What follows belongs to an exercise in optimizing a design on an open flow for small area, a short achievable clock period and few clock cycles; a production flow would make more cautious choices. Function was checked by simulation only, so behaviour that the tests miss may differ from the original. Power figures rest on the tool's default switching activity, not on a simulated workload.

P:
// ap_top
module ap_top
(
  input  logic                     clock,
  input  logic                     rst,
  input  logic                     req_write,
  input  logic [1:0]               req_col,
  input  logic [4-1:0]  req_row,
  input  logic [8-1:0] req_data,
  input  logic                     req_valid,
  output logic                     req_ready,
  output logic [9-1:0]  rsp_data,
  output logic                     rsp_valid,
  input  logic [2:0]               op,
  input  logic                     op_valid,
  output logic                     op_ready,
  output logic                     op_done
);
Size: about 1700 cells after synthesis, ~35 I/O pins.
clock: 5.0 ns
lec_check: 0
abc_area: 1
cap_margin: 20
core_margin: 2
core_utilization: 40
setup_slack_margin: 2.6
slew_margin: 60
standard.sh (not shown) runs the stock make flow with config.mk's settings and CLKGATE_MAP_FILE= SYNTH_SCRIPT=/design/flow/synth_recipe.tcl, a recipe that flattens the netlist after the stock synthesis.
==> flow/flow/run.sh <==
#!/bin/bash
# The standard layout (standard.sh) with these settings changed:
# - ports are buffered with buf_4 rather than the delay-cell buffer that
#   buffer_ports picks by default (every port still gets its buffer);
# - gate sizing may change a cell's footprint (the platform holds it to the
#   same footprint by default), so timing repair can upsize weak drivers;
# - clock tree synthesis adds no dummy loads and clusters up to 30 sinks
#   within 100 um under each leaf buffer (ORFS's defaults otherwise).
# All of make's output goes to standard.log; ORFS's own logs stay in orfs/logs.
set -o pipefail
bash standard.sh MATCH_CELL_FOOTPRINT=0 \
  "BUFFER_PORTS_ARGS=-buffer_cell sky130_fd_sc_hd__buf_4" \
  "CTS_ARGS=-sink_clustering_enable -repair_clock_nets -dont_use_dummy_load -sink_clustering_size 30 -sink_clustering_max_diameter 100" \
  finish > standard.log 2>&1
Testbench counts of P, summed over its fixed seeds: cycles 2,696.
What Q does differently from P at the input level:
-- flow/flow/run.sh --
<<< P, line 2
# The standard layout (standard.sh) with these settings changed:
>>> Q, line 2
# The standard layout (standard.sh) with three settings changed:
<<< P, line 7
# - clock tree synthesis adds no dummy loads and clusters up to 30 sinks
#   within 100 um under each leaf buffer (ORFS's defaults otherwise).
>>> Q, line 7
# - clock tree synthesis adds no dummy loads (the clock tree is otherwise
#   built with ORFS's default arguments).
<<< P, line 13
  "CTS_ARGS=-sink_clustering_enable -repair_clock_nets -dont_use_dummy_load -sink_clustering_size 30 -sink_clustering_max_diameter 100" \
>>> Q, line 13
  "CTS_ARGS=-sink_clustering_enable -repair_clock_nets -dont_use_dummy_load" \
## What came out
As far as fmax is concerned, P and Q perform about the same. The hold slack in Q sits 0.0091 ns below the value recorded for P. Higher total number of nets in the final design goes to Q over P. Compared to P, Q has end-of-flow core utilization 1.4 points higher. Diff P -> Q: post-route worst setup slack now sits lower, number of buffers inserted by post-CTS setup repair fell 5. Min final critical-path required period across P and Q: P.
diff inputs: Q => R
Settings: SLEW_MARGIN now 20, was 60; SETUP_SLACK_MARGIN now 2.3, was 2.6.
==> flow/run.sh (new file) <==
#!/bin/bash
# synth_recipe.tcl (not shown) runs the flow's synth.tcl, then flattens the netlist and writes it again
# the make line also repeats each setting of config.mk as NAME=value (left out here)
make -C /OpenROAD-flow-scripts/flow DESIGN_CONFIG=/design/flow/config.mk WORK_HOME=/design/flow/orfs CLKGATE_MAP_FILE= SYNTH_SCRIPT=/design/flow/synth_recipe.tcl finish
removed: flow/flow/run.sh
removed: flow/standard.sh
Findings:
NOTE clock power Q->R increased by a little under 10%
Summary of R over Q: cell area decreased about 4%; non-clock buffer share of cell area fell 2.5 points; shortest clock period the worst path allows after layout higher; setup slack shrank by 0.18 ns; post-layout total power went up.
Here is what was changed in the inputs of S compared with R.
Settings: a change of CORE_UTILIZATION from 40 to 55; a change of SETUP_SLACK_MARGIN from 2.3 to 2.6; a change of SLEW_MARGIN from 20 to 60.
==> flow/flow/run.sh (new file) <==
#!/bin/bash
# The standard layout (standard.sh) with these settings changed:
# - ports are buffered with buf_4 rather than the delay-cell buffer that
#   buffer_ports picks by default (every port still gets its buffer);
# - gate sizing may change a cell's footprint (the platform holds it to the
#   same footprint by default), so timing repair can upsize weak drivers;
# - clock tree synthesis adds no dummy loads and clusters up to 30 sinks
#   within 100 um under each leaf buffer (ORFS's defaults otherwise).
# All of make's output goes to standard.log; ORFS's own logs stay in orfs/logs.
set -o pipefail
bash standard.sh MATCH_CELL_FOOTPRINT=0 \
  "BUFFER_PORTS_ARGS=-buffer_cell sky130_fd_sc_hd__buf_4" \
  "CTS_ARGS=-sink_clustering_enable -repair_clock_nets -dont_use_dummy_load -sink_clustering_size 30 -sink_clustering_max_diameter 100" \
  finish > standard.log 2>&1
==> flow/standard.sh (new file) <==
#!/bin/bash
# synth_recipe.tcl (not shown) runs the flow's synth.tcl, then flattens the netlist and writes it again
# the make line also repeats each setting of config.mk as NAME=value (left out here)
make -C /OpenROAD-flow-scripts/flow DESIGN_CONFIG=/design/flow/config.mk WORK_HOME=/design/flow/orfs CLKGATE_MAP_FILE= SYNTH_SCRIPT=/design/flow/synth_recipe.tcl "${@:-finish}"
removed: flow/run.sh
### Flow results
[diff] reported net switching power, S relative to R: improvement. Cell row count was lower in S than in R. R has lower setup slack than S. S vs R — horizontal die dimension dropped 14%.

## static timing again, ports no longer ideal
The results above use ideal ports. As a check the final layouts listed here were re-extracted and re-timed, cells and wires unchanged. Step 1 (the two cells are an assumption about what drives the block):
set clk [get_ports {clock}]
set_driving_cell -lib_cell sky130_fd_sc_hd__clkbuf_16 $clk
set_driving_cell -lib_cell sky130_fd_sc_hd__buf_2 [delete_from_list [all_inputs] $clk]
Step 2 times the ports against the registers' clock, not the clock port: input delays grow and output delays shrink by t, the midpoint of the rising clock arrivals with the driver on. a / b / c = ideal ports / drivers / drivers and shift; a / b = the first two.
run	t, ns	slack for setup (ns)	worst register clock-pin slew, ns
P	0.583	2.548 / 2.400 / 1.817	0.12 / 0.12
Q	0.617	2.544 / 2.375 / 1.759	0.06 / 0.06
R	0.633	2.367 / 2.351 / 1.721	0.07 / 0.07
S	0.602	2.528 / 2.368 / 1.766	0.12 / 0.12
After both steps every run listed still meets setup and hold. For Q, which loses most, drivers alone change the setup slack by -0.169 ns; drivers and shift together by -0.785 ns.
